Source: an optimization exercise on an open RTL-to-GDS flow (aim: small area and few clock cycles per item). Production flows keep margins and buffers that such runs may drop.
RTL that was checked went through simulation tests only; none was proved equivalent to the original.
For run 1, only the layout was checked, not whether the RTL still works.

## flow/design.v (module list and top-level ports; edited modules follow where they fit)
// module fp_mult_pipe: 1640 lines
module fp_mult_pipe #(
   parameter int EXP_W = 8,
   parameter int MAN_W = 23
) (
   input  logic                 clk,
   input  logic                 rst_n,
   input  logic                 in_valid,
   output logic                 in_ready,
   input  logic [EXP_W+MAN_W:0] x,
   input  logic [EXP_W+MAN_W:0] y,
   output logic                 out_valid,
   input  logic                 out_ready,
   output logic [EXP_W+MAN_W:0] result
   ,
   output logic [3:0]           flags
);
  // ...
==> flow/flow/run.sh <==
#!/bin/bash
# Layout flow: the standard ORFS flow (standard.sh) with three changes:
#  - synthesis skips Yosys's generic `abc -fast` pass (synth -noabc), so the full
#    adders written in the RTL reach extract_fa as written;
#  - the final ABC technology mapping uses flow/abc.script (area recovery under a
#    delay target, then gate sizing) instead of ORFS's abc_speed.script;
#  - every port is buffered by a buf_2 instead of the default clkdlybuf4s50_1.
set -euo pipefail
cd "$(dirname "$0")/.."
W=$(pwd)
export FLOW_SYNTH_TCL=$W/synth_recipe.tcl
export FLOW_ABC_SCRIPT=$W/flow/abc.script
export BUFFER_PORTS_ARGS="-buffer_cell sky130_fd_sc_hd__buf_2"
bash standard.sh synth SYNTH_ARGS=-noabc SYNTH_SCRIPT=$W/flow/synth.tcl > synth.log 2>&1
bash standard.sh finish SYNTH_ARGS=-noabc SYNTH_SCRIPT=$W/flow/synth.tcl > layout.log 2>&1
==> flow/flow/abc.script <==
strash
ifraig
dch -f
map -D 5500
topo
stime -c
buffer -c
upsize -c -D 5500
dnsize -c -D 5500
==> flow/flow/synth.tcl <==
# The standard flow's synthesis script (synth_recipe.tcl, sourced below unchanged), with the
# technology-mapping ABC run given our own script (flow/abc.script) in place of
# ORFS's abc_speed.script.  Only the combinational mapping changes; registers are
# mapped before ABC runs and keep their standard-synthesis names and cells.
proc abc {args} {
  set i [lsearch -exact $args -script]
  if { $i >= 0 } {
    lset args [expr {$i + 1}] $::env(FLOW_ABC_SCRIPT)
    puts "flow/synth.tcl: abc -script $::env(FLOW_ABC_SCRIPT)"
  }
  yosys abc {*}$args
}
source $::env(FLOW_SYNTH_TCL)
==> flow/standard.sh <==
#!/bin/bash
# synth_recipe.tcl (not shown) runs the flow's synth.tcl, then flattens the netlist and writes it again
# the make line also repeats each setting of config.mk as NAME=value (left out here)
make -C /OpenROAD-flow-scripts/flow DESIGN_CONFIG=/design/flow/config.mk WORK_HOME=/design/flow/orfs CLKGATE_MAP_FILE= SYNTH_SCRIPT=/design/flow/synth_recipe.tcl "${@:-finish}"
==> flow/config.mk <==
export PLATFORM = sky130hd
export DESIGN_NAME = fp_mult_pipe
export DESIGN_NICKNAME = fp_mult_pipe
export VERILOG_FILES = /design/flow/design.v
export SDC_FILE = /design/flow/constraint.sdc
export NUM_CORES = 4
export LEC_CHECK = 0
export CAP_MARGIN = 20
export CORE_MARGIN = 2
export CORE_UTILIZATION = 40
export CTS_BUF_LIST = sky130_fd_sc_hd__clkbuf_8
export GPL_TIMING_DRIVEN = 0
export SLEW_MARGIN = 20
==> flow/constraint.sdc <==
create_clock -name core_clock -period 7.5 [get_ports {clk}]
set_input_delay 1.5000 -clock core_clock [delete_from_list [all_inputs] [get_ports {clk}]]
set_output_delay 1.5000 -clock core_clock [all_outputs]
set_load 0.01 [all_outputs]
==> flow_metrics.tcl, run 1 <==
set metrics [dict create \
    ys_async_sr_fraction_pct 2.44 \
    coreArea_sq_um 38600 \
    cts_made_buffers 5 \
    gr-total-overflow 0 \
    layout_common_cells "257 x fa_1, 256 x xor2_1, 236 x o22ai_1" \
    status "complete, no violations" \
    worstSetupPathType "input port to flop" \
    rsz0062_at_grt "true" \
    syn_area_sq_um 15700 \
    synth_area_leaders "fa_1 33%, xor2_1 15%, o22ai_1 9.8%" \
    synth_enable_flop_cells 40 \
    drc 0 \
    reg_top3 "ph_q (26), e_q (9), sc_q (2)" \
    clock_area_share_pct 0.625 \
    firstDrtPassIters 5 \
    rr_startpoint "v_q" \
    largest_class "multi-input combinational cells" \
    taps 518 \
    drt-total-wl_um 57900 \
    timing.final.crit_share_pct 98.1 \
    met2_usage_pct 48.5 \
    muxShareOfSynthArea_pct 0 \
    synthAdderAreaFrac_pct 41.8 \
    highest_layer "met4" \
    top_usage_layer "met2" \
    synth_top_area_cell "fa_1" \
    drt_iter0_drc 1013 \
    timing.final.ws_setup_ns 0.145 \
    reg2reg_depth 2 \
    ys_seq_area_share_pct 7.81 \
    fin_cells 2434 \
    arrival_ns 7.40 \
    met3_length_um 3930 \
    die_x_um 202 \
    seq_share_pct 6.80 \
    syn_avg_cell_area_sq_um 8.85 \
    start_util_pct 40.6 \
]
==> inputs of run 2 (changes only) <==
--- a/flow/design.v
+++ b/flow/design.v
@@ -1411,128 +1411,152 @@
    wire gg55 = cg39 | (cp39 & cg38);
    wire gp56 = cp39 & cp38;
    wire gg57 = cg41 | (cp41 & cg40);
    wire gp58 = cp41 & cp40;
    wire gg59 = cg43 | (cp43 & cg42);
    wire gp60 = cp43 & cp42;
    wire gg61 = cg45 | (cp45 & cg44);
    wire gp62 = cp45 & cp44;
-   wire gg63 = gg41 | (gp42 & gg39);
-   wire gp64 = gp42 & gp40;
-   wire gg65 = gg45 | (gp46 & gg43);
-   wire gp66 = gp46 & gp44;
-   wire gg67 = gg49 | (gp50 & gg47);
-   wire gp68 = gp50 & gp48;
-   wire gg69 = gg53 | (gp54 & gg51);
-   wire gp70 = gp54 & gp52;
-   wire gg71 = gg57 | (gp58 & gg55);
-   wire gp72 = gp58 & gp56;
-   wire gg73 = gg61 | (gp62 & gg59);
-   wire gp74 = gp62 & gp60;
-   wire gg75 = gg65 | (gp66 & gg63);
-   wire gp76 = gp66 & gp64;
-   wire gg77 = gg69 | (gp70 & gg67);
-   wire gp78 = gp70 & gp68;
-   wire gg79 = gg73 | (gp74 & gg71);
-   wire gp80 = gp74 & gp72;
-   wire gg81 = gg77 | (gp78 & gg75);
-   wire gp82 = gp78 & gp76;
-   wire gg83 = gg79 | (gp80 & gg81);
-   wire gp84 = gp80 & gp82;
-   wire gg85 = gg67 | (gp68 & gg75);
-   wire gp86 = gp68 & gp76;
-   wire gg87 = gg71 | (gp72 & gg81);
-   wire gp88 = gp72 & gp82;
-   wire gg89 = gg43 | (gp44 & gg63);
-   wire gp90 = gp44 & gp64;
-   wire gg91 = gg47 | (gp48 & gg75);
-   wire gp92 = gp48 & gp76;
-   wire gg93 = gg51 | (gp52 & gg85);
-   wire gp94 = gp52 & gp86;
-   wire gg95 = gg55 | (gp56 & gg81);
-   wire gp96 = gp56 & gp82;
-   wire gg97 = gg59 | (gp60 & gg87);
-   wire gp98 = gp60 & gp88;
-   wire gg99 = cg24 | (cp24 & gg39);
-   wire gp100 = cp24 & gp40;
-   wire gg101 = cg26 | (cp26 & gg63);
-   wire gp102 = cp26 & gp64;
-   wire gg103 = cg28 | (cp28 & gg89);
-   wire gp104 = cp28 & gp90;
-   wire gg105 = cg30 | (cp30 & gg75);
-   wire gp106 = cp30 & gp76;
-   wire gg107 = cg32 | (cp32 & gg91);
-   wire gp108 = cp32 & gp92;
-   wire gg109 = cg34 | (cp34 & gg85);
-   wire gp110 = cp34 & gp86;
-   wire gg111 = cg36 | (cp36 & gg93);
-   wire gp112 = cp36 & gp94;
-   wire gg113 = cg38 | (cp38 & gg81);
-   wire gp114 = cp38 & gp82;
-   wire gg115 = cg40 | (cp40 & gg95);
-   wire gp116 = cp40 & gp96;
-   wire gg117 = cg42 | (cp42 & gg87);
-   wire gp118 = cp42 & gp88;
-   wire gg119 = cg44 | (cp44 & gg97);
-   wire gp120 = cp44 & gp98;
-   wire gg121 = cg46 | (cp46 & gg83);
-   wire gp122 = cp46 & gp84;
+   wire gg63 = cg24 | (cp24 & gg39);
+   wire gp64 = cp24 & gp40;
+   wire gg65 = gg41 | (gp42 & gg39);
+   wire gp66 = gp42 & gp40;
+   wire gg67 = cg28 | (cp28 & gg43);
+   wire gp68 = cp28 & gp44;
+   wire gg69 = gg45 | (gp46 & gg43);
+   wire gp70 = gp46 & gp44;
+   wire gg71 = cg32 | (cp32 & gg47);
+   wire gp72 = cp32 & gp48;
+   wire gg73 = gg49 | (gp50 & gg47);
+   wire gp74 = gp50 & gp48;
+   wire gg75 = cg36 | (cp36 & gg51);
+   wire gp76 = cp36 & gp52;
+   wire gg77 = gg53 | (gp54 & gg51);
+   wire gp78 = gp54 & gp52;
+   wire gg79 = cg40 | (cp40 & gg55);
+   wire gp80 = cp40 & gp56;
+   wire gg81 = gg57 | (gp58 & gg55);
+   wire gp82 = gp58 & gp56;
+   wire gg83 = cg44 | (cp44 & gg59);
+   wire gp84 = cp44 & gp60;
+   wire gg85 = gg61 | (gp62 & gg59);
+   wire gp86 = gp62 & gp60;
+   wire gg87 = cg26 | (cp26 & gg65);
+   wire gp88 = cp26 & gp66;
+   wire gg89 = gg43 | (gp44 & gg65);
+   wire gp90 = gp44 & gp66;
+   wire gg91 = gg67 | (gp68 & gg65);
+   wire gp92 = gp68 & gp66;
+   wire gg93 = gg69 | (gp70 & gg65);
+   wire gp94 = gp70 & gp66;
+   wire gg95 = cg34 | (cp34 & gg73);
+   wire gp96 = cp34 & gp74;
+   wire gg97 = gg51 | (gp52 & gg73);
+   wire gp98 = gp52 & gp74;
+   wire gg99 = gg75 | (gp76 & gg73);
+   wire gp100 = gp76 & gp74;
+   wire gg101 = gg77 | (gp78 & gg73);
+   wire gp102 = gp78 & gp74;
+   wire gg103 = cg42 | (cp42 & gg81);
+   wire gp104 = cp42 & gp82;
+   wire gg105 = gg59 | (gp60 & gg81);
+   wire gp106 = gp60 & gp82;
+   wire gg107 = gg83 | (gp84 & gg81);
+   wire gp108 = gp84 & gp82;
+   wire gg109 = gg85 | (gp86 & gg81);
+   wire gp110 = gp86 & gp82;
+   wire gg111 = cg30 | (cp30 & gg93);
+   wire gp112 = cp30 & gp94;
+   wire gg113 = gg47 | (gp48 & gg93);
+   wire gp114 = gp48 & gp94;
+   wire gg115 = gg71 | (gp72 & gg93);
+   wire gp116 = gp72 & gp94;
+   wire gg117 = gg73 | (gp74 & gg93);
+   wire gp118 = gp74 & gp94;
+   wire gg119 = gg95 | (gp96 & gg93);
+   wire gp120 = gp96 & gp94;
+   wire gg121 = gg97 | (gp98 & gg93);
+   wire gp122 = gp98 & gp94;
+   wire gg123 = gg99 | (gp100 & gg93);
+   wire gp124 = gp100 & gp94;
+   wire gg125 = gg101 | (gp102 & gg93);
+   wire gp126 = gp102 & gp94;
+   wire gg127 = cg46 | (cp46 & gg109);
+   wire gp128 = cp46 & gp110;
+   wire gg129 = cg38 | (cp38 & gg125);
+   wire gp130 = cp38 & gp126;
+   wire gg131 = gg55 | (gp56 & gg125);
+   wire gp132 = gp56 & gp126;
+   wire gg133 = gg79 | (gp80 & gg125);
+   wire gp134 = gp80 & gp126;
+   wire gg135 = gg81 | (gp82 & gg125);
+   wire gp136 = gp82 & gp126;
+   wire gg137 = gg103 | (gp104 & gg125);
+   wire gp138 = gp104 & gp126;
+   wire gg139 = gg105 | (gp106 & gg125);
+   wire gp140 = gp106 & gp126;
+   wire gg141 = gg107 | (gp108 & gg125);
+   wire gp142 = gp108 & gp126;
+   wire gg143 = gg109 | (gp110 & gg125);
+   wire gp144 = gp110 & gp126;
+   wire gg145 = gg127 | (gp128 & gg125);
+   wire gp146 = gp128 & gp126;
    wire [47:22] psum;
    assign psum[22] = cp22 ^ gg38;
-   wire cc123 = cg22 | (cp22 & gg38);
-   assign psum[23] = cp23 ^ cc123;
-   wire cc124 = gg39 | (gp40 & gg38);
-   assign psum[24] = cp24 ^ cc124;
-   wire cc125 = gg99 | (gp100 & gg38);
-   assign psum[25] = cp25 ^ cc125;
-   wire cc126 = gg63 | (gp64 & gg38);
-   assign psum[26] = cp26 ^ cc126;
-   wire cc127 = gg101 | (gp102 & gg38);
-   assign psum[27] = cp27 ^ cc127;
-   wire cc128 = gg89 | (gp90 & gg38);
-   assign psum[28] = cp28 ^ cc128;
-   wire cc129 = gg103 | (gp104 & gg38);
-   assign psum[29] = cp29 ^ cc129;
-   wire cc130 = gg75 | (gp76 & gg38);
-   assign psum[30] = cp30 ^ cc130;
-   wire cc131 = gg105 | (gp106 & gg38);
-   assign psum[31] = cp31 ^ cc131;
-   wire cc132 = gg91 | (gp92 & gg38);
-   assign psum[32] = cp32 ^ cc132;
-   wire cc133 = gg107 | (gp108 & gg38);
-   assign psum[33] = cp33 ^ cc133;
-   wire cc134 = gg85 | (gp86 & gg38);
-   assign psum[34] = cp34 ^ cc134;
-   wire cc135 = gg109 | (gp110 & gg38);
-   assign psum[35] = cp35 ^ cc135;
-   wire cc136 = gg93 | (gp94 & gg38);
-   assign psum[36] = cp36 ^ cc136;
-   wire cc137 = gg111 | (gp112 & gg38);
-   assign psum[37] = cp37 ^ cc137;
-   wire cc138 = gg81 | (gp82 & gg38);
-   assign psum[38] = cp38 ^ cc138;
-   wire cc139 = gg113 | (gp114 & gg38);
-   assign psum[39] = cp39 ^ cc139;
-   wire cc140 = gg95 | (gp96 & gg38);
-   assign psum[40] = cp40 ^ cc140;
-   wire cc141 = gg115 | (gp116 & gg38);
-   assign psum[41] = cp41 ^ cc141;
-   wire cc142 = gg87 | (gp88 & gg38);
-   assign psum[42] = cp42 ^ cc142;
-   wire cc143 = gg117 | (gp118 & gg38);
-   assign psum[43] = cp43 ^ cc143;
-   wire cc144 = gg97 | (gp98 & gg38);
-   assign psum[44] = cp44 ^ cc144;
-   wire cc145 = gg119 | (gp120 & gg38);
-   assign psum[45] = cp45 ^ cc145;
-   wire cc146 = gg83 | (gp84 & gg38);
-   assign psum[46] = cp46 ^ cc146;
-   wire cc147 = gg121 | (gp122 & gg38);
-   assign psum[47] = cp47 ^ cc147;
+   wire cc147 = cg22 | (cp22 & gg38);
+   assign psum[23] = cp23 ^ cc147;
+   wire cc148 = gg39 | (gp40 & gg38);
+   assign psum[24] = cp24 ^ cc148;
+   wire cc149 = gg63 | (gp64 & gg38);
+   assign psum[25] = cp25 ^ cc149;
+   wire cc150 = gg65 | (gp66 & gg38);
+   assign psum[26] = cp26 ^ cc150;
+   wire cc151 = gg87 | (gp88 & gg38);
+   assign psum[27] = cp27 ^ cc151;
+   wire cc152 = gg89 | (gp90 & gg38);
+   assign psum[28] = cp28 ^ cc152;
+   wire cc153 = gg91 | (gp92 & gg38);
+   assign psum[29] = cp29 ^ cc153;
+   wire cc154 = gg93 | (gp94 & gg38);
+   assign psum[30] = cp30 ^ cc154;
+   wire cc155 = gg111 | (gp112 & gg38);
+   assign psum[31] = cp31 ^ cc155;
+   wire cc156 = gg113 | (gp114 & gg38);
+   assign psum[32] = cp32 ^ cc156;
+   wire cc157 = gg115 | (gp116 & gg38);
+   assign psum[33] = cp33 ^ cc157;
+   wire cc158 = gg117 | (gp118 & gg38);
+   assign psum[34] = cp34 ^ cc158;
+   wire cc159 = gg119 | (gp120 & gg38);
+   assign psum[35] = cp35 ^ cc159;
+   wire cc160 = gg121 | (gp122 & gg38);
+   assign psum[36] = cp36 ^ cc160;
+   wire cc161 = gg123 | (gp124 & gg38);
+   assign psum[37] = cp37 ^ cc161;
+   wire cc162 = gg125 | (gp126 & gg38);
+   assign psum[38] = cp38 ^ cc162;
+   wire cc163 = gg129 | (gp130 & gg38);
+   assign psum[39] = cp39 ^ cc163;
+   wire cc164 = gg131 | (gp132 & gg38);
+   assign psum[40] = cp40 ^ cc164;
+   wire cc165 = gg133 | (gp134 & gg38);
+   assign psum[41] = cp41 ^ cc165;
+   wire cc166 = gg135 | (gp136 & gg38);
+   assign psum[42] = cp42 ^ cc166;
+   wire cc167 = gg137 | (gp138 & gg38);
+   assign psum[43] = cp43 ^ cc167;
+   wire cc168 = gg139 | (gp140 & gg38);
+   assign psum[44] = cp44 ^ cc168;
+   wire cc169 = gg141 | (gp142 & gg38);
+   assign psum[45] = cp45 ^ cc169;
+   wire cc170 = gg143 | (gp144 & gg38);
+   assign psum[46] = cp46 ^ cc170;
+   wire cc171 = gg145 | (gp146 & gg38);
+   assign psum[47] = cp47 ^ cc171;
    assign p = {psum, 22'd0};
    localparam int LO = MAN_W - 1;
    logic [LO-1:0] orx, ory;
    logic          st_d;
    always_comb begin
       orx[0] = mx[0];
       ory[0] = my[0];
       for (int i = 1; i < LO; i++) begin
==> run 2 against run 1 <==
Net effect: clock-buffer cell count unchanged; clock skew shrank 0.012 ns; final cell count is 1.3% higher; sequential share of layout area rose by 0.11 points; fmax rose by 0.50%; critical path type unchanged; wire length is 5.4% lower; highest routed layer unchanged; worst hold slack better by 0.15 ns.
==> flow_metrics.tcl, run 2 <==
set metrics [dict create \
    gr-total-overflow 0 \
    reg_top3 "ph_q (26), e_q (9), sc_q (2)" \
    grt_pass1_wl_um 83700 \
    grt_use_total_pct 26.8 \
    synth_enable_flop_cells 40 \
    critPathMaxStageDelay_ns 0.62 \
    clkTransAtPathRegs_ns 0.08 \
    crit_required_ns 7.56 \
    first_global_vias 14200 \
    finalInstanceArea_sq_um 17700 \
    cts_max_path_buffers 2 \
    clock-root-buffer "clkbuf_8" \
    firstDrtPassIters 6 \
    yosysWarnings 1 \
    dp.cells 2439 \
    setup_viol 0 \
    dp_hpwl_um 46900 \
    cpMostUsedCell "fa_1" \
    hp-class "flop to flop" \
    drt-total-wl_um 54800 \
    rr_startpoint "v_q" \
    ys_async_sr_fraction_pct 2.44 \
    ys_top_cells_by_count "275 x xor2_1, 259 x fa_1, 247 x o22ai_1" \
    layout-drive-gt1-share_pct 12.9 \
    placed_area_sq_um 17000 \
    yosysMostFrequentCell "xor2_1" \
    synthToLayoutAreaGrowth_pct 12.2 \
    die_x_um 203 \
    fin_tns_setup_ns 0 \
    arrival_ns 7.38 \
    cts_tree "yes" \
    period_needed_ns 7.32 \
    crit_path_max_fanout 11 \
    ant_nets 0 \
    ys_seq_elements 41 \
    die_height_um 203 \
    r2r_setup_slack_ns 6.20 \
    layout_common_cells "273 x xor2_1, 256 x fa_1, 243 x o22ai_1" \
    io_pins 106 \
    dp_worst_setup_slack_ns -1.61 \
    drt_iter0_drc 1191 \
    timing.final.ws_setup_ns 0.182 \
    synth_cell_types 42 \
    post-route-util_pct 45.7 \
    timing.rr.end "ph_q[5]" \
    hold_depth 2 \
    cts_made_buffers 5 \
    fin_hold_ws_ns 0.828 \
    insertedDiodeCount 0 \
    status "complete, no violations" \
    cts_sinks 41 \
    finalMaxSlewViolations 0 \
    postSynthCellCount 1815 \
    nets 2384 \
    syn_area_sq_um 15800 \
    endpoint_kind "flop" \
    synth_ff_type "edfxtp_1" \
    synth_top_area_cell "fa_1" \
    worstSetupPathType "input port to flop" \
    wire_per_inst_um 22.2 \
    largest_reg_flops 26 \
    num_rows 72 \
    gp_congestion 0.993 \
    drc 0 \
    worstPathCellList "buf_2 > inv_1 > xor2_1 > o22ai_1 > fa_1 > fa_1 > fa_1 > fa_2 > fa_2 > ha_1 > nand2_1 > nor4_1 > nand2_1 > o211ai_1 > buf_12 > a21oi_4 > o221ai_4 > a21oi_1 > nor2_1 > nor2_1 > xor2_1" \
    largest_register "ph_q" \
    skew_ns 0.00788 \
    grt_max_degree 27 \
    ys_seq_area_share_pct 7.76 \
    hold_viol_final 0 \
    fin_cells 2466 \
    synth_top_area_share_pct 32.8 \
    layout_commonest_cell "xor2_1" \
    syn_avg_cell_area_sq_um 8.71 \
    clk_latency_ns 0.30 \
    reg2reg_depth 2 \
    antenna_found_initial 0 \
    viasPerCell 5.61 \
    io_buffers 105 \
    tightest_slew_ns 1.10 \
    h-tree-depth 2 \
    start_util_pct 40.7 \
    min_from "v_q" \
    slowest_stage "fa_2" \
    synth_area_leaders "fa_1 33%, xor2_1 15%, o22ai_1 9.8%" \
    maxCapViolations 0 \
    worstSetupStartpointType "input port" \
    coreArea_sq_um 38800 \
    via_count 13800 \
    min_to "v_q" \
    dieArea_sq_um 41100 \
    slew_headroom_pct 26.7 \
    timing.final.crit_share_pct 97.6 \
    timing.fmax_mhz 137 \
]
## run 2: cell types whose count changed in the layout (fill, tap and decap cells not counted), sizes merged, moves of 3 or more
| cell | previous run | this run |
|---|---|---|
| buf | 168 | 155 |
| o21ai | 81 | 60 |
| nand3 | 31 | 26 |
| clkinvlp | 10 | 7 |
| nand4 | 17 | 14 |
| a211oi | 8 | 3 |
| clkbuf | 71 | 77 |
| nor2 | 83 | 111 |
| nor3 | 19 | 38 |
| inv | 188 | 208 |
| nand2 | 131 | 141 |
## run 2: how the worst max path moves through the flow
stage	from	to	slack, ns	cells past startpoint
finish	x[17]	ph_q[20]	0.18	21
global route	y[1]	ph_q[25]	-0.04	27
CTS	y[6]	ph_q[18]	0.02	25
detailed placement	y[9]	ph_q[18]	-1.61	22
global placement	y[9]	ph_q[18]	-1.61	22
floorplan	y[13]	ph_q[20]	0.01	23
## run 2: cell families (layout without fill, tap and decap cells)
kind of cell    count (synthesis)  count (layout)  share of synthesized area, %
compound gates                417             417                          16.2
xor+xnor                      319             319                          17.7
fa+ha+maj                     369             369                          41.5
buf+inv                       323             455                          7.67
flops                          41              41                          7.75
simple gates                  346             347                          9.23
## run 2: cell type report
class / count / area [sq um]
buffer: 87 / 472
clock buffer: 5 / 68.8
timing repair buffer: 142 / 861
tap: 518 / 648
sequential: 41 / 1230
fill: 3813 / 21100
multi-input combinational: 1452 / 13600
clock inverter: 3 / 46.3
inverter: 218 / 842
## run 2: worst max-delay path: cells and delay by family
family	cells	cell delay, ns
xor gates and xnor gates	2	0.33
buffers and inverters	3	0.98
adders and majority gates	6	2.93
AOI/OAI and AO/OA	5	0.95
and+or+nand+nor	5	0.67
## run 2: what timing repair did
action                                 4_1_cts  5_1_grt
endpoints found under the hold margin        0        0
gates resized for setup                     66      106
pin swaps                                    5        8
hold buffers                                 0        0
gates cloned                                 0        1
setup buffers                                8       28
setup endpoints to repair                   26       22
## run 2: layer usage
metal | wire length [um] | part of all wire, % | global-route usage (%)
met2 | 25000 | 46 | 44.4
met5 | 0 | 0 | 0
met3 | 3220 | 5.9 | 2.05
met4 | 2260 | 4.1 | 9.46
met1 | 24200 | 44 | 36.9
Testbench counts of run 2, summed over its fixed seeds: cycles 16,008, items 16,000.
==> inputs of run 3 (changes only) <==
--- a/flow/flow/run.sh
+++ b/flow/flow/run.sh
@@ -11,5 +11,6 @@
 export FLOW_SYNTH_TCL=$W/synth_recipe.tcl
 export FLOW_ABC_SCRIPT=$W/flow/abc.script
 export BUFFER_PORTS_ARGS="-buffer_cell sky130_fd_sc_hd__buf_2"
+export REMOVE_ABC_BUFFERS=1
 bash standard.sh synth SYNTH_ARGS=-noabc SYNTH_SCRIPT=$W/flow/synth.tcl > synth.log 2>&1
 bash standard.sh finish SYNTH_ARGS=-noabc SYNTH_SCRIPT=$W/flow/synth.tcl > layout.log 2>&1
==> run 3 against run 2 <==
Net effect: wire length is 1.2% lower; synthesized area did not move; synthesized cell count is the same; cell area rose by 2.3%; critical path type unchanged; largest cell class unchanged.
==> flow_metrics.tcl, run 3 <==
set metrics [dict create \
    die_height_um 203 \
    hp-class "flop to flop" \
    timing.fmax_mhz 138 \
    grt_max_degree 42 \
    gp_congestion 0.950 \
    die_x_um 203 \
    fin_tns_setup_ns 0 \
    insertedDiodeCount 0 \
    viasPerCell 5.81 \
    hold_depth 2 \
    grt_pass1_wl_um 80600 \
    synth_ff_type "edfxtp_1" \
    wire_per_inst_um 22.1 \
    grt_use_total_pct 25.4 \
    nets 2365 \
    drt-total-wl_um 54100 \
    arrival_ns 7.31 \
    skew_ns 0.0108 \
    period_needed_ns 7.26 \
    hold_viol_final 0 \
    first_global_vias 14100 \
    h-tree-depth 2 \
    reg_top3 "ph_q (26), e_q (9), sc_q (2)" \
    dp_hpwl_um 41400 \
    min_to "v_q" \
    endpoint_kind "flop" \
    crit_path_max_fanout 10 \
    worstSetupStartpointType "input port" \
    worstSetupPathType "input port to flop" \
    slew_headroom_pct 37.8 \
    setup_viol 0 \
    io_pins 106 \
    yosysMostFrequentCell "xor2_1" \
    regArea_sq_um 1230 \
    postSynthCellCount 1815 \
    cts_made_buffers 5 \
    drt_iter0_drc 1348 \
    layout_common_cells "274 x xor2_1, 258 x fa_1, 246 x o22ai_1" \
    io_buffers 105 \
    cts_sinks 41 \
    synth_top_area_cell "fa_1" \
    num_rows 72 \
    syn_area_sq_um 15800 \
    yosysWarnings 1 \
    cts_tree "yes" \
    synth_top_area_share_pct 32.8 \
    ys_seq_area_share_pct 7.76 \
    ant_nets 0 \
    status "complete, no violations" \
    crit_required_ns 7.55 \
    post-route-util_pct 46.7 \
    ys_top_cells_by_count "275 x xor2_1, 259 x fa_1, 247 x o22ai_1" \
    ys_async_sr_fraction_pct 2.44 \
    n_fill_cell 3749 \
    firstDrtPassIters 6 \
    synth_area_leaders "fa_1 33%, xor2_1 15%, o22ai_1 9.8%" \
    r2r_setup_slack_ns 6.29 \
    clkTransAtPathRegs_ns 0.09 \
    drc 0 \
    tightest_slew_ns 0.932 \
    synth_enable_flop_cells 40 \
    start_util_pct 40.7 \
    finalMaxSlewViolations 0 \
    timing.final.crit_share_pct 96.7 \
    rr_startpoint "v_q" \
    layout-drive-gt1-share_pct 14.8 \
    timing.rr.end "e_q[4]" \
    layout_commonest_cell "xor2_1" \
    gr-total-overflow 0 \
    ys_seq_elements 41 \
    synthToLayoutAreaGrowth_pct 14.8 \
    cts_max_path_buffers 2 \
    via_count 14200 \
    antenna_found_initial 1 \
    largest_register "ph_q" \
    dieArea_sq_um 41100 \
    multi_input_area_sq_um 13700 \
    largest_reg_flops 26 \
    syn_avg_cell_area_sq_um 8.71 \
    reg2reg_depth 2 \
    min_from "v_q" \
    clk_latency_ns 0.31 \
    synth_cell_types 42 \
    maxCapViolations 0 \
    clock-root-buffer "clkbuf_8" \
    coreArea_sq_um 38800 \
]
-- run 3: cell types whose count changed in the layout (fill, tap and decap cells not counted), sizes merged, moves of 2 or more --
cell / change
clkbuf: -69
clkinvlp: +24
inv: -11
clkdlybuf4s15: -2
buf: +40
-- run 3: final cells by class --
class                      count  share of cell area [%]
timing repair buffer         198                    8.46
clock inverter                 3                   0.241
multi-input combinational   1452                    75.3
clock buffer                   5                   0.379
timing repair inverter        12                   0.400
inverter                     218                    4.91
sequential                    41                    6.76
tap                          518                    3.57
-- run 3: how the worst max path moves through the flow --
stage           from        to  slack [ns]  cells past startpoint
2_1_floorplan  y[13]  ph_q[20]       -0.85                     22
3_3_place_gp   y[13]  ph_q[18]       -3.01                     22
3_5_place_dp    y[1]  ph_q[18]       -1.58                     20
4_1_cts         y[1]  ph_q[18]        0.03                     26
5_1_grt         y[5]  ph_q[18]       -0.05                     23
6_report       y[19]  ph_q[23]        0.24                     24
-- run 3: logic make-up after synthesis --
| family | count (synthesis) | share of synthesized area, % |
|---|---|---|
| adders and majority gates | 369 | 41.5 |
| xor gates and xnor gates | 319 | 17.7 |
| DFF | 41 | 7.75 |
| AOI/OAI and AO/OA | 417 | 16.2 |
| buffers and inverters | 323 | 7.67 |
| and+or+nand+nor | 346 | 9.23 |
-- run 3: worst max-delay path, stage by stage --
cell and delay, ns:
buf_2 0.17, inv_1 0.21, nand2_1 0.14, o22ai_4 0.32
clkinvlp_4 0.14, buf_4 0.20, o22ai_1 0.22, fa_1 0.46
fa_1 0.52, fa_1 0.45, fa_1 0.53, fa_1 0.42
ha_1 0.31, inv_1 0.10, nor3_1 0.07, nor3_2 0.28
nor3_1 0.08, nor3_1 0.14, inv_1 0.09, a21oi_4 0.21
o221ai_4 0.19, buf_4 0.18, a211oi_1 0.24, xnor2_1 0.11
-- run 3: per-layer routing --
| metal | share of wire, % | up-vias | track usage (%) |
|---|---|---|---|
| met5 | 0 | - | 0 |
| met4 | 5.2 | 0 | 10.8 |
| met3 | 9.9 | 148 | 3.85 |
| met2 | 43 | 821 | 38.8 |
| met1 | 42 | 6837 | 36.0 |
| li1 | - | 6403 | - |
-- run 3: metrics by stage --
stage	hold WS (ns)	instances	worst slack (ns)	instance area [sq um]
floorplan	1.20	1710	-0.854	15400
global placement	1.27	2333	-3.01	16600
detailed placement	0.687	2347	-1.58	17000
CTS	0.706	2376	0.0348	17400
global route	0.742	2447	-0.0480	18200
finish	0.680	2447	0.245	18200
-- run 3: repair_timing --
| item | in CTS | in global routing |
|---|---|---|
| hold buffers | 0 | 0 |
| setup buffers | 18 | 59 |
| cloned | 3 | 11 |
| endpoints found under the setup margin | 26 | 20 |
| pin swaps | 10 | 11 |
| resized for setup | 24 | 46 |
==> inputs of run 4 (changes only) <==
--- a/flow/flow/run.sh
+++ b/flow/flow/run.sh
@@ -11,6 +11,5 @@
 export FLOW_SYNTH_TCL=$W/synth_recipe.tcl
 export FLOW_ABC_SCRIPT=$W/flow/abc.script
 export BUFFER_PORTS_ARGS="-buffer_cell sky130_fd_sc_hd__buf_2"
-export REMOVE_ABC_BUFFERS=1
 bash standard.sh synth SYNTH_ARGS=-noabc SYNTH_SCRIPT=$W/flow/synth.tcl > synth.log 2>&1
 bash standard.sh finish SYNTH_ARGS=-noabc SYNTH_SCRIPT=$W/flow/synth.tcl > layout.log 2>&1
--- a/flow/config.mk
+++ b/flow/config.mk
@@ -7,7 +7,7 @@
 export LEC_CHECK = 0
 export CAP_MARGIN = 20
 export CORE_MARGIN = 2
-export CORE_UTILIZATION = 40
+export CORE_UTILIZATION = 55
 export CTS_BUF_LIST = sky130_fd_sc_hd__clkbuf_8
 export GPL_TIMING_DRIVEN = 0
 export SLEW_MARGIN = 20
==> run 4 against run 3 <==
Net effect: critical path type unchanged; global-route usage grew 9.8 points; sequential cell count unchanged; worst hold slack improved by 0.14 ns; clock skew is 0.0024 ns higher; wire length shrank 2.9%; non-clock buffer count increased by 36; cell area down 3.2%; final cell count decreased by 4.5%; highest routed layer unchanged; register-to-register slack got worse by 0.09 ns; synthesized cell count unchanged.
==> flow_metrics.tcl, run 4 <==
set metrics [dict create \
    status "complete, no violations" \
    die_x_um 174 \
    critPathMaxStageDelay_ns 0.87 \
    dp_worst_setup_slack_ns -1.60 \
    worstPathCellList "buf_2 > inv_1 > buf_1 > xor2_1 > o22ai_1 > fa_1 > fa_1 > fa_1 > fa_1 > ha_1 > nand2_1 > nor4_1 > nand2_1 > o211ai_1 > buf_4 > a21oi_4 > o221ai_4 > a21oi_2 > nor2_1 > nor2_1 > xor2_1" \
    layout_common_cells "274 x xor2_1, 257 x fa_1, 246 x o22ai_1" \
    gr-total-overflow 0 \
    synthToLayoutAreaGrowth_pct 11.2 \
    multi_input_area_sq_um 13600 \
    grt_max_degree 26 \
    timing.final.crit_share_pct 98.2 \
    cts_made_buffers 5 \
    cts.hold.buffers_added 0 \
    cts_tree "yes" \
    ys_seq_area_share_pct 7.76 \
    die_height_um 174 \
    post-route-util_pct 61.7 \
    endpoint_kind "flop" \
    layout-drive-gt1-share_pct 12.9 \
    synth_top_area_cell "fa_1" \
    grt_pass1_wl_um 79800 \
    n_fill_cell 2656 \
    synth_enable_flop_cells 40 \
    antenna_found_initial 0 \
    setup_viol 0 \
    viasPerCell 6.02 \
    wire_per_inst_um 22.5 \
    dp_hpwl_um 44700 \
    cpMostUsedCell "fa_1" \
    reg_top3 "ph_q (26), e_q (9), sc_q (2)" \
    synth_ff_type "edfxtp_1" \
    start_util_pct 55.5 \
    timing.final.ws_setup_ns 0.131 \
    ys_top_cells_by_count "275 x xor2_1, 259 x fa_1, 247 x o22ai_1" \
    hp-class "flop to flop" \
    coreArea_sq_um 28500 \
    worstSetupPathType "input port to flop" \
    firstDrtPassIters 7 \
    layout_commonest_cell "xor2_1" \
    syn_area_sq_um 15800 \
    drc 0 \
    drt-total-wl_um 52600 \
    insertedDiodeCount 0 \
    syn_avg_cell_area_sq_um 8.71 \
    num_rows 62 \
    yosysMostFrequentCell "xor2_1" \
    clk_latency_ns 0.31 \
    synth_cell_types 42 \
    ys_seq_elements 41 \
    via_count 14100 \
    hold_viol_final 0 \
    arrival_ns 7.41 \
    io_buffers 105 \
    period_needed_ns 7.37 \
    cts_max_path_buffers 2 \
    synth_top_area_share_pct 32.8 \
    reg2reg_depth 2 \
    clock-root-buffer "clkbuf_8" \
    drt_iter0_drc 1104 \
    cp.depth 21 \
    regArea_sq_um 1230 \
    slew_headroom_pct 19.4 \
    gp_congestion 0.987 \
    skew_ns 0.0133 \
    finalMaxSlewViolations 0 \
    cts_sinks 41 \
    crit_path_max_fanout 10 \
    clkTransAtPathRegs_ns 0.08 \
    maxCapViolations 0 \
    tightest_slew_ns 1.21 \
    hold_depth 2 \
    dieArea_sq_um 30100 \
    worst_path_dominant_cell_family "adder cells" \
    timing.fmax_mhz 136 \
    crit_required_ns 7.54 \
    largest_register "ph_q" \
    postSynthCellCount 1815 \
    worstSetupStartpointType "input port" \
    crit_buf_inv 4 \
    h-tree-depth 2 \
    fin_hold_ws_ns 0.822 \
    ant_nets 0 \
    grt_use_total_pct 35.2 \
    nets 2388 \
    yosysWarnings 1 \
    ys_async_sr_fraction_pct 2.44 \
    synth_area_leaders "fa_1 33%, xor2_1 15%, o22ai_1 9.8%" \
    io_pins 106 \
    largest_reg_flops 26 \
    first_global_vias 13900 \
    slowest_stage "buf_1" \
]
-- run 4: path summary, 6_finish.rpt --
path                            start  endpoint  slack, ns
worst max-delay path             x[0]  ph_q[18]       0.13
worst min-delay path              v_q       v_q       0.82
worst max register to register    v_q  ph_q[11]       6.20
worst min register to register    v_q       v_q       0.82
max in group asynchronous       rst_n       v_q       6.47
min in group asynchronous       rst_n       v_q       0.95
-- run 4: kinds of logic (layout without fill, tap and decap cells) --
family | Yosys count | count (layout) | share of synthesized area (%)
buffers and inverters | 323 | 460 | 7.67
xor gates and xnor gates | 319 | 319 | 17.7
and+or+nand+nor | 346 | 346 | 9.23
AOI/OAI and AO/OA | 417 | 417 | 16.2
DFF | 41 | 41 | 7.75
adders and majority gates | 369 | 369 | 41.5
-- run 4: what timing repair did --
action                                  4_1_cts  5_1_grt
pin swaps                                     3       11
resized for setup                            72      101
endpoints found under the setup margin       26       18
setup buffers                                 6       34
-- run 4: final cells by class --
class                           instances  share of cell area, %
Clock buffer                            5                  0.392
Timing Repair Buffer                  146                   5.07
Buffer                                 88                   2.83
Inverter                              218                   4.78
Multi-Input combinational cell       1451                   77.1
Sequential cell                        41                   6.98
Clock inverter                          3                 0.0997
Tap cell                              384                   2.73
-- run 4: layer usage --
| metal | routed length [um] | share of wire [%] | track usage (%) |
|---|---|---|---|
| met5 | 0 | 0 | 0 |
| met4 | 2530 | 4.8 | 15.1 |
| met3 | 4960 | 9.4 | 7.87 |
| met2 | 23500 | 45 | 56.2 |
| met1 | 21500 | 41 | 46.4 |
-- run 4: stage by stage --
stage          cells  instance area [sq um]  setup TNS (ns)
5_1_grt         2336                  17600          -0.318
6_report        2336                  17600               0
3_3_place_gp    2304                  16800          -24.10
4_1_cts         2306                  17200               0
2_1_floorplan   1815                  15800               0
3_5_place_dp    2305                  16900          -26.50
-- run 4: worst min-delay path, cell delays in order, from the launching register on --
cell,delay (ns)
dfrtp_1,0.36
nand2_2,0.28
nand2_1,0.15
==> inputs of run 5 (changes only) <==
--- a/flow/config.mk
+++ b/flow/config.mk
@@ -7,7 +7,7 @@
 export LEC_CHECK = 0
 export CAP_MARGIN = 20
 export CORE_MARGIN = 2
-export CORE_UTILIZATION = 55
+export CORE_UTILIZATION = 60
 export CTS_BUF_LIST = sky130_fd_sc_hd__clkbuf_8
 export GPL_TIMING_DRIVEN = 0
 export SLEW_MARGIN = 20
==> run 5 against run 4 <==
Net effect: cell area is 1.3% higher; sequential share of layout area shrank 0.093 points; first-iteration DRC count rose by 33%; critical endpoint unchanged; via count is 2.6% higher.
==> flow_metrics.tcl, run 5 <==
set metrics [dict create \
    status "complete, no violations" \
    cts_made_buffers 5 \
    clk_latency_ns 0.30 \
    ys_seq_area_share_pct 7.76 \
    io_buffers 105 \
    postSynthCellCount 1815 \
    synthSimpleGateAreaFrac_pct 9.23 \
    synth_top_area_share_pct 32.8 \
    largest_register "ph_q" \
    clkTransAtPathRegs_ns 0.07 \
    rr_startpoint "v_q" \
    die_x_um 166 \
    slew_headroom_pct 26.8 \
    dieArea_sq_um 27700 \
    die_height_um 166 \
    first_global_vias 14300 \
    crit_path_start "y[17]" \
    crit_buf_inv 4 \
    grt_max_degree 27 \
    timing.rr.end "ph_q[11]" \
    worstSetupPathType "input port to flop" \
    hp-class "flop to flop" \
    timing.final.crit_share_pct 96.8 \
    synth_compound_area_share_pct 16.2 \
    drt-total-wl_um 52700 \
    gr-total-overflow 0 \
    n_fill_cell 2165 \
    layout_common_cells "271 x xor2_1, 255 x fa_1, 244 x o22ai_1" \
    via_count 14400 \
    drc 0 \
    synth_enable_flop_cells 40 \
    cts_sinks 41 \
    muxShareOfSynthArea_pct 0 \
    synthAdderAreaFrac_pct 41.5 \
    tightest_slew_ns 1.10 \
    r2r_setup_slack_ns 6.23 \
    period_needed_ns 7.26 \
    reg2reg_depth 2 \
    crit_path_max_fanout 11 \
    nets 2415 \
    layout-drive-gt1-share_pct 14.6 \
    grt_use_total_pct 37.9 \
    fin_hold_ws_ns 0.799 \
    clock-root-buffer "clkbuf_8" \
    synth_area_leaders "fa_1 33%, xor2_1 15%, o22ai_1 9.8%" \
    layout_commonest_cell "xor2_1" \
    cp.depth 24 \
    cts.hold.buffers_added 0 \
    ys_top_cells_by_count "275 x xor2_1, 259 x fa_1, 247 x o22ai_1" \
    insertedDiodeCount 0 \
    viasPerCell 6.24 \
    cts_tree "yes" \
    cpMostUsedCell "fa_1" \
    synth_top_area_cell "fa_1" \
    synth_cell_types 42 \
    ys_async_sr_fraction_pct 2.44 \
    worst_path_dominant_cell_family "adder cells" \
    start_util_pct 60.8 \
    slowest_stage "fa_1" \
    yosysMostFrequentCell "xor2_1" \
    maxCapViolations 0 \
    firstDrtPassIters 6 \
    num_rows 59 \
    ant_nets 0 \
    coreArea_sq_um 26000 \
    syn_area_sq_um 15800 \
    synth_top_family_by_area "adder cells" \
    yosysWarnings 1 \
    grt_pass1_wl_um 80100 \
    io_pins 106 \
    skew_ns 0.00273 \
    worstSetupStartpointType "input port" \
    dp_hpwl_um 44500 \
    crit_end "ph_q[18]" \
    crit_required_ns 7.64 \
    setup_viol 0 \
    arrival_ns 7.40 \
    hold_viol_final 0 \
    timing.fmax_mhz 138 \
    drt_iter0_drc 1469 \
    antenna_found_initial 1 \
    syn_avg_cell_area_sq_um 8.71 \
    critPathMaxStageDelay_ns 0.58 \
    h-tree-depth 2 \
    synth_xor_area_share_pct 17.7 \
    wire_per_inst_um 22.8 \
    finalMaxSlewViolations 0 \
    endpoint_kind "flop" \
    worstPathCellList "buf_2 > clkinvlp_4 > nor2_4 > buf_8 > xor2_1 > o22ai_2 > fa_1 > fa_1 > fa_1 > fa_1 > fa_1 > ha_1 > a21oi_1 > nor3_1 > nor3_2 > nor3_1 > nor3_1 > inv_1 > a21oi_4 > o221ai_4 > a21oi_2 > nor2_1 > nor2_1 > xor2_1" \
    synthToLayoutAreaGrowth_pct 12.7 \
    ys_seq_elements 41 \
    synth_ff_type "edfxtp_1" \
    reg_top3 "ph_q (26), e_q (9), sc_q (2)" \
    largest_reg_flops 26 \
    gp_congestion 0.989 \
    cts_max_path_buffers 2 \
]
## run 5: metrics by stage
stage / cell area [sq um] / TNS (ns) / instances / setup slack, ns / utilization, %
5_1_grt: 17800 / -0.0742 / 2314 / -0.0503 / 68.5
4_1_cts: 17100 / 0 / 2260 / 0.00130 / 65.6
3_3_place_gp: 16800 / -24.17 / 2255 / -1.50 / 64.6
2_1_floorplan: 15800 / 0 / 1815 / 0.0123 / -
3_5_place_dp: 16800 / -24.99 / 2256 / -1.54 / 64.7
6_report: 17800 / 0 / 2314 / 0.242 / 68.5
## run 5: worst min-delay path by stage
stage	start	end	slack [ns]	cells after the start
6_report	v_q	v_q	0.80	2
5_1_grt	v_q	v_q	0.88	2
4_1_cts	v_q	v_q	0.81	2
3_5_place_dp	v_q	v_q	0.80	2
3_3_place_gp	rst_n	v_q	1.28	1
2_1_floorplan	rst_n	v_q	1.20	0
## run 5: timing repair
item,4_1_cts,5_1_grt
buffers inserted,4,62
endpoints found under the setup margin,26,20
resized for setup,54,163
pin swaps,1,15
## run 5: layout make-up
cell class	instances	area, sq um	share of cell area [%]
tap	335	419	2.35
inverter	218	845	4.74
sequential	41	1230	6.88
multi-input combinational	1451	13600	76.3
buffer	89	513	2.88
clock inverter	3	17.5	0.0983
clock buffer	5	68.8	0.386
timing repair buffer	172	1120	6.31
## run 5: worst reg2reg max path: cells and delay by family (launching register included)
family	cells	cell delay, ns
buffers and inverters	1	0.23
DFF	1	0.39
and+or+nand+nor	1	0.35
## run 5: routing by layer
layer	vias to the layer above	track usage (%)	wire, um
met5	-	0	13
met1	6936	51.6	21300
met3	158	6.41	4960
met4	2	18.1	2910
li1	6517	-	-
met2	815	59.4	23500
## run 5: logic make-up (layout without fill, tap and decap cells)
group / count (synthesis) / count (layout)
adders and majority gates: 369 / 369
and+or+nand+nor: 346 / 346
buffers and inverters: 323 / 487
AOI/OAI and AO/OA: 417 / 417
DFF: 41 / 41
xor gates and xnor gates: 319 / 319
==> inputs of run 6 (changes only) <==
--- a/flow/config.mk
+++ b/flow/config.mk
@@ -7,7 +7,7 @@
 export LEC_CHECK = 0
 export CAP_MARGIN = 20
 export CORE_MARGIN = 2
-export CORE_UTILIZATION = 60
+export CORE_UTILIZATION = 45
 export CTS_BUF_LIST = sky130_fd_sc_hd__clkbuf_8
 export GPL_TIMING_DRIVEN = 0
 export SLEW_MARGIN = 20
==> run 6 against run 5 <==
Net effect: synthesized area did not move; via count is 3.0% lower; register-to-register slack about the same; synthesized cell count stayed put; sequential cell count unchanged.
==> flow_metrics.tcl, run 6 <==
set metrics [dict create \
    clkTransAtPathRegs_ns 0.07 \
    synth_enable_flop_cells 40 \
    yosysMostFrequentCell "xor2_1" \
    die_x_um 191 \
    layout_commonest_cell "xor2_1" \
    nets 2381 \
    coreArea_sq_um 34500 \
    r2r_setup_slack_ns 6.22 \
    arrival_ns 7.28 \
    timing.final.crit_share_pct 96.6 \
    grt_pass1_wl_um 81900 \
    cts_tree "yes" \
    critPathMaxStageDelay_ns 0.81 \
    cpMostUsedCell "fa_1" \
    crit_required_ns 7.54 \
    synth_ff_type "edfxtp_1" \
    synth_cell_types 42 \
    dieArea_sq_um 36700 \
    crit_path_max_fanout 10 \
    syn_avg_cell_area_sq_um 8.71 \
    setup_viol 0 \
    antenna_found_initial 0 \
    worstSetupStartpointType "input port" \
    dp_worst_setup_slack_ns -1.60 \
    timing.fmax_mhz 138 \
    skew_ns 0.00500 \
    finalMaxSlewViolations 0 \
    clk_latency_ns 0.30 \
    synthToLayoutAreaGrowth_pct 11.3 \
    h-tree-depth 2 \
    n_fill_cell 3401 \
    largest_register "ph_q" \
    timing.rr.end "ph_q[11]" \
    status "complete, no violations" \
    cts_sinks 41 \
    die_height_um 191 \
    hp-class "flop to flop" \
    ys_seq_area_share_pct 7.76 \
    grt_use_total_pct 29.8 \
    slowest_stage "buf_1" \
    num_rows 68 \
    hold_viol_final 0 \
    synth_area_leaders "fa_1 33%, xor2_1 15%, o22ai_1 9.8%" \
    grt_max_degree 27 \
    syn_area_sq_um 15800 \
    hold_depth 2 \
    synth_top_area_share_pct 32.8 \
    drc 0 \
    cts_max_path_buffers 2 \
    min_from "v_q" \
    drt-total-wl_um 53200 \
    endpoint_kind "flop" \
    worstPathCellList "buf_2 > inv_1 > buf_1 > xor2_1 > o22ai_1 > fa_1 > fa_1 > fa_1 > fa_2 > ha_1 > nand2_1 > nor4_1 > nand2_1 > o211ai_1 > buf_4 > buf_4 > a21boi_0 > o21bai_1 > a21oi_1 > xor2_1" \
    rr_startpoint "v_q" \
    io_pins 106 \
    ys_seq_elements 41 \
    reg2reg_depth 2 \
    reg_top3 "ph_q (26), e_q (9), sc_q (2)" \
    via_count 14000 \
    period_needed_ns 7.24 \
    slew_headroom_pct 25.3 \
    maxCapViolations 0 \
    gp_congestion 1.01 \
    synth_top_area_cell "fa_1" \
    ys_async_sr_fraction_pct 2.44 \
    wire_per_inst_um 22.2 \
    min_to "v_q" \
    worstSetupPathType "input port to flop" \
    tightest_slew_ns 1.12 \
    placed_area_sq_um 17000 \
    layout_common_cells "275 x xor2_1, 258 x fa_1, 245 x o22ai_1" \
    drt_iter0_drc 1274 \
    first_global_vias 14100 \
    yosysWarnings 1 \
    clock-root-buffer "clkbuf_8" \
    ys_top_cells_by_count "275 x xor2_1, 259 x fa_1, 247 x o22ai_1" \
    gr-total-overflow 0 \
    firstDrtPassIters 5 \
    start_util_pct 45.8 \
    layout-drive-gt1-share_pct 12.3 \
    largest_reg_flops 26 \
    cts_made_buffers 5 \
    ant_nets 0 \
    viasPerCell 5.83 \
    io_buffers 105 \
    dp_hpwl_um 45700 \
    timing.final.ws_setup_ns 0.258 \
    finalInstanceArea_sq_um 17600 \
    postSynthCellCount 1815 \
]
[run 6: layout make-up]
type,count,area (sq um),share of cell area [%]
Clock inverter,3,41.3,0.235
Tap cell,455,569,3.23
Timing Repair Buffer,141,841,4.78
Sequential cell,41,1230,6.97
Multi-Input combinational cell,1451,13500,76.9
Buffer,86,470,2.67
Antenna cell,1,2.50,0.0142
Inverter,218,840,4.77
Clock buffer,5,68.8,0.391
[run 6: layer usage]
metal / track usage (%) / part of all wire [%] / vias to the layer above
met3: 3.60 / 7.4 / 114
met1: 40.6 / 43 / 6822
li1: - / - / 6448
met4: 13.2 / 4.9 / 0
met5: 0 / 0 / -
met2: 47.8 / 45 / 617
[run 6: worst max-delay path, delay by kind of cell]
kind	cells	cell delay, ns
fa+ha+maj	5	2.45
xor+xnor	2	0.43
simple gates	3	0.47
compound gates	5	0.96
buf+inv	5	1.45
[run 6: timing repair]
action                     in CTS  in global routing
setup buffers                  11                 24
hold buffers                    0                  0
pin swaps                       7                  5
resized for setup              75                 70
setup endpoints to repair      26                 19
[run 6: logic make-up (layout without fill, tap and decap cells)]
group / after synthesis / count (layout) / synth area share (%)
buffers and inverters: 323 / 453 / 7.67
AOI/OAI and AO/OA: 417 / 417 / 16.2
other: 0 / 1 / 0
xor gates and xnor gates: 319 / 319 / 17.7
DFF: 41 / 41 / 7.75
and+or+nand+nor: 346 / 346 / 9.23
adders and majority gates: 369 / 369 / 41.5
[run 6: worst max path at each step]
| stage | startpoint | to | slack [ns] | cells after the start |
|---|---|---|---|---|
| after floorplan | y[13] | ph_q[20] | 0.01 | 23 |
| after global placement | y[9] | ph_q[18] | -1.61 | 22 |
| after detailed placement | y[1] | ph_q[18] | -1.60 | 22 |
| after CTS | y[6] | ph_q[18] | 0.02 | 24 |
| after global routing | y[13] | ph_q[18] | -0.02 | 23 |
| final | x[0] | ph_q[6] | 0.26 | 20 |
[run 6: through the flow]
stage	instances	hold slack [ns]	TNS [ns]	utilization, %
finish	2401	0.803	0	51.0
CTS	2383	0.831	0	50.2
detailed placement	2376	0.822	-26.74	49.1
global route	2400	0.891	-0.0256	50.9
global placement	2375	1.27	-26.81	49.0
floorplan	1815	1.20	0	-
==> inputs of run 7 (changes only) <==
--- a/flow/config.mk
+++ b/flow/config.mk
@@ -7,7 +7,7 @@
 export LEC_CHECK = 0
 export CAP_MARGIN = 20
 export CORE_MARGIN = 2
-export CORE_UTILIZATION = 45
+export CORE_UTILIZATION = 50
 export CTS_BUF_LIST = sky130_fd_sc_hd__clkbuf_8
 export GPL_TIMING_DRIVEN = 0
 export SLEW_MARGIN = 20
==> run 7 against run 6 <==
Net effect: fmax up 0.17%; clock skew up 0.0050 ns; via count down 0.69%; still clean on timing, DRC and antenna; final cell count down 2.1%.
==> flow_metrics.tcl, run 7 <==
set metrics [dict create \
    clk_latency_ns 0.31 \
    largest_register "ph_q" \
    antenna_found_initial 0 \
    hold_viol_final 0 \
    drt-total-wl_um 52500 \
    die_height_um 182 \
    grt_max_degree 26 \
    wire_per_inst_um 22.3 \
    first_global_vias 13600 \
    crit_required_ns 7.55 \
    drt_iter0_drc 1071 \
    slew_headroom_pct 26.5 \
    ys_async_sr_fraction_pct 2.44 \
    skew_ns 0.0100 \
    insertedDiodeCount 0 \
    n_fill_cell 2944 \
    ys_seq_area_share_pct 7.76 \
    gp_congestion 1.01 \
    largest_reg_flops 26 \
    nets 2385 \
    coreArea_sq_um 31300 \
    yosysWarnings 1 \
    worstSetupPathType "input port to flop" \
    synth_top_area_cell "fa_1" \
    maxCapViolations 0 \
    arrival_ns 7.28 \
    timing.final.crit_share_pct 96.4 \
    yosysMostFrequentCell "xor2_1" \
    multi_input_area_sq_um 13500 \
    cts.hold.buffers_added 0 \
    dp_hpwl_um 44700 \
    cts_made_buffers 5 \
    via_count 13900 \
    dp.cells 2323 \
    ys_top_cells_by_count "275 x xor2_1, 259 x fa_1, 247 x o22ai_1" \
    drc 0 \
    fin_tns_setup_ns 0 \
    die_x_um 182 \
    layout-drive-gt1-share_pct 12.7 \
    synth_ff_type "edfxtp_1" \
    endpoint_kind "flop" \
    h-tree-depth 2 \
    ant_nets 0 \
    num_rows 65 \
    timing.fmax_mhz 138 \
    io_pins 106 \
    io_buffers 105 \
    period_needed_ns 7.23 \
    cts_tree "yes" \
    crit_path_max_fanout 10 \
    dieArea_sq_um 33100 \
    syn_avg_cell_area_sq_um 8.71 \
    grt_pass1_wl_um 80600 \
    hp-class "flop to flop" \
    grt_use_total_pct 32.3 \
    firstDrtPassIters 5 \
    worstSetupStartpointType "input port" \
    status "complete, no violations" \
    synthToLayoutAreaGrowth_pct 10.9 \
    regArea_sq_um 1230 \
    clock-root-buffer "clkbuf_8" \
    fin_cells 2351 \
    syn_area_sq_um 15800 \
    ys_seq_elements 41 \
    synth_enable_flop_cells 40 \
    setup_viol 0 \
    reg_top3 "ph_q (26), e_q (9), sc_q (2)" \
    cts_sinks 41 \
    viasPerCell 5.91 \
    postSynthCellCount 1815 \
    tightest_slew_ns 1.10 \
    layout_common_cells "274 x xor2_1, 256 x fa_1, 247 x o22ai_1" \
    finalMaxSlewViolations 0 \
    synth_top_area_share_pct 32.8 \
    clkTransAtPathRegs_ns 0.08 \
    cts_max_path_buffers 2 \
    start_util_pct 50.5 \
    synth_area_leaders "fa_1 33%, xor2_1 15%, o22ai_1 9.8%" \
    synth_cell_types 42 \
    rsz0062_at_grt "true" \
    layout_commonest_cell "xor2_1" \
    gr-total-overflow 0 \
]
run 7: kinds of logic after synthesis:
logic type | share of synthesized area [%]
adders and majority gates | 41.5
DFF | 7.75
buffers and inverters | 7.67
xor gates and xnor gates | 17.7
and+or+nand+nor | 9.23
AOI/OAI and AO/OA | 16.2
run 7: worst max-delay path, stage by stage:
cell and delay [ns]:
buf_2 0.12, inv_1 0.27, o22ai_1 0.25, inv_1 0.12, clkbuf_1 0.41, o22ai_1 0.24
fa_1 0.60, fa_1 0.44, fa_1 0.50, fa_1 0.54, fa_1 0.41, ha_1 0.34
a21oi_1 0.14, nor2_1 0.05, nor2_1 0.11, nor2_1 0.05, nor3_1 0.16, inv_1 0.09
a21oi_4 0.22, o221ai_4 0.21, buf_4 0.18, a211oi_1 0.24, xnor2_1 0.09
run 7: cell type report:
class	instances	area share, %
plain buffers	89	2.80
clock inverters	3	0.0999
repair buffers	142	4.84
well taps	402	2.87
inverters	218	4.75
clock buffers	5	0.393
flip-flops and latches	41	6.99
multi-input cells	1451	77.3
run 7: final timing paths:
check | startpoint | to | slack [ns] | cells past startpoint
min | v_q | v_q | 0.81 | 2
min reg2reg | v_q | v_q | 0.81 | 2
min in group asynchronous | rst_n | v_q | 0.95 | 1
max reg2reg | v_q | ph_q[16] | 6.21 | 2
max in group asynchronous | rst_n | v_q | 6.47 | 1
max | y[17] | ph_q[23] | 0.27 | 23
run 7: timing repair:
item | CTS | global route
gates resized for setup | 70 | 87
buffers inserted | 8 | 28
endpoints found under the setup margin | 26 | 20
pin swaps | 6 | 8
run 7: metrics by stage:
step	hold slack, ns	worst slack (ns)	cell area (sq um)	utilization, %
global route	0.898	-0.0753	17500	56.0
CTS	0.845	0.0440	17200	55.0
finish	0.805	0.270	17500	56.0
global placement	1.28	-1.56	16900	53.9
detailed placement	0.824	-1.64	16900	54.0
floorplan	1.20	0.0123	15800	-
run 7: routing by layer:
layer  vias to the layer above  track usage, %  share of wire [%]
li1                       6442               -                  -
met1                      6776            45.5                 43
met2                       617            53.0                 46
met3                        70            3.09                7.8
met4                         0            10.2                3.4
met5                         -               0                  0

-- port drivers added, routing unchanged --
The flow's constraints put no driver on any port. The routed layouts listed below were extracted and timed again, unchanged, in two steps. Step 1 sets driving cells, clkbuf_16 on the clock port and buf_2 on the other inputs (assumed; they add their load-dependent delay and slew). Step 2 also shifts input and output timing later by t, the mid clock arrival at the registers, as if the neighbouring blocks saw the same clock. Three values: ideal ports, drivers, drivers and shift; two values: the first two.
run	shift t [ns]	slack for setup (ns)	worst setup path at the end	slew at the worst register clock pin (ns)	cell pins on the clock port's net
run 1	0.330	0.145 / 0.155 / -0.175	input to register	0.09 / 0.09	1
run 2	0.324	0.182 / 0.189 / -0.134	input to register	0.09 / 0.09	1
run 3	0.337	0.245 / 0.260 / -0.077	input to register	0.09 / 0.09	1
run 4	0.337	0.131 / 0.150 / -0.187	input to register	0.08 / 0.08	1
run 5	0.328	0.242 / 0.237 / -0.091	input to register	0.07 / 0.07	1
run 6	0.329	0.258 / 0.272 / -0.057	input to register	0.08 / 0.08	1
run 7	0.334	0.270 / 0.284 / -0.050	input to register	0.08 / 0.08	1
With both steps, setup timing fails in every run listed, where it was met with ideal ports. The setup slack of run 5, which loses most, moves by -0.005 ns with the drivers and by -0.333 ns with both steps.
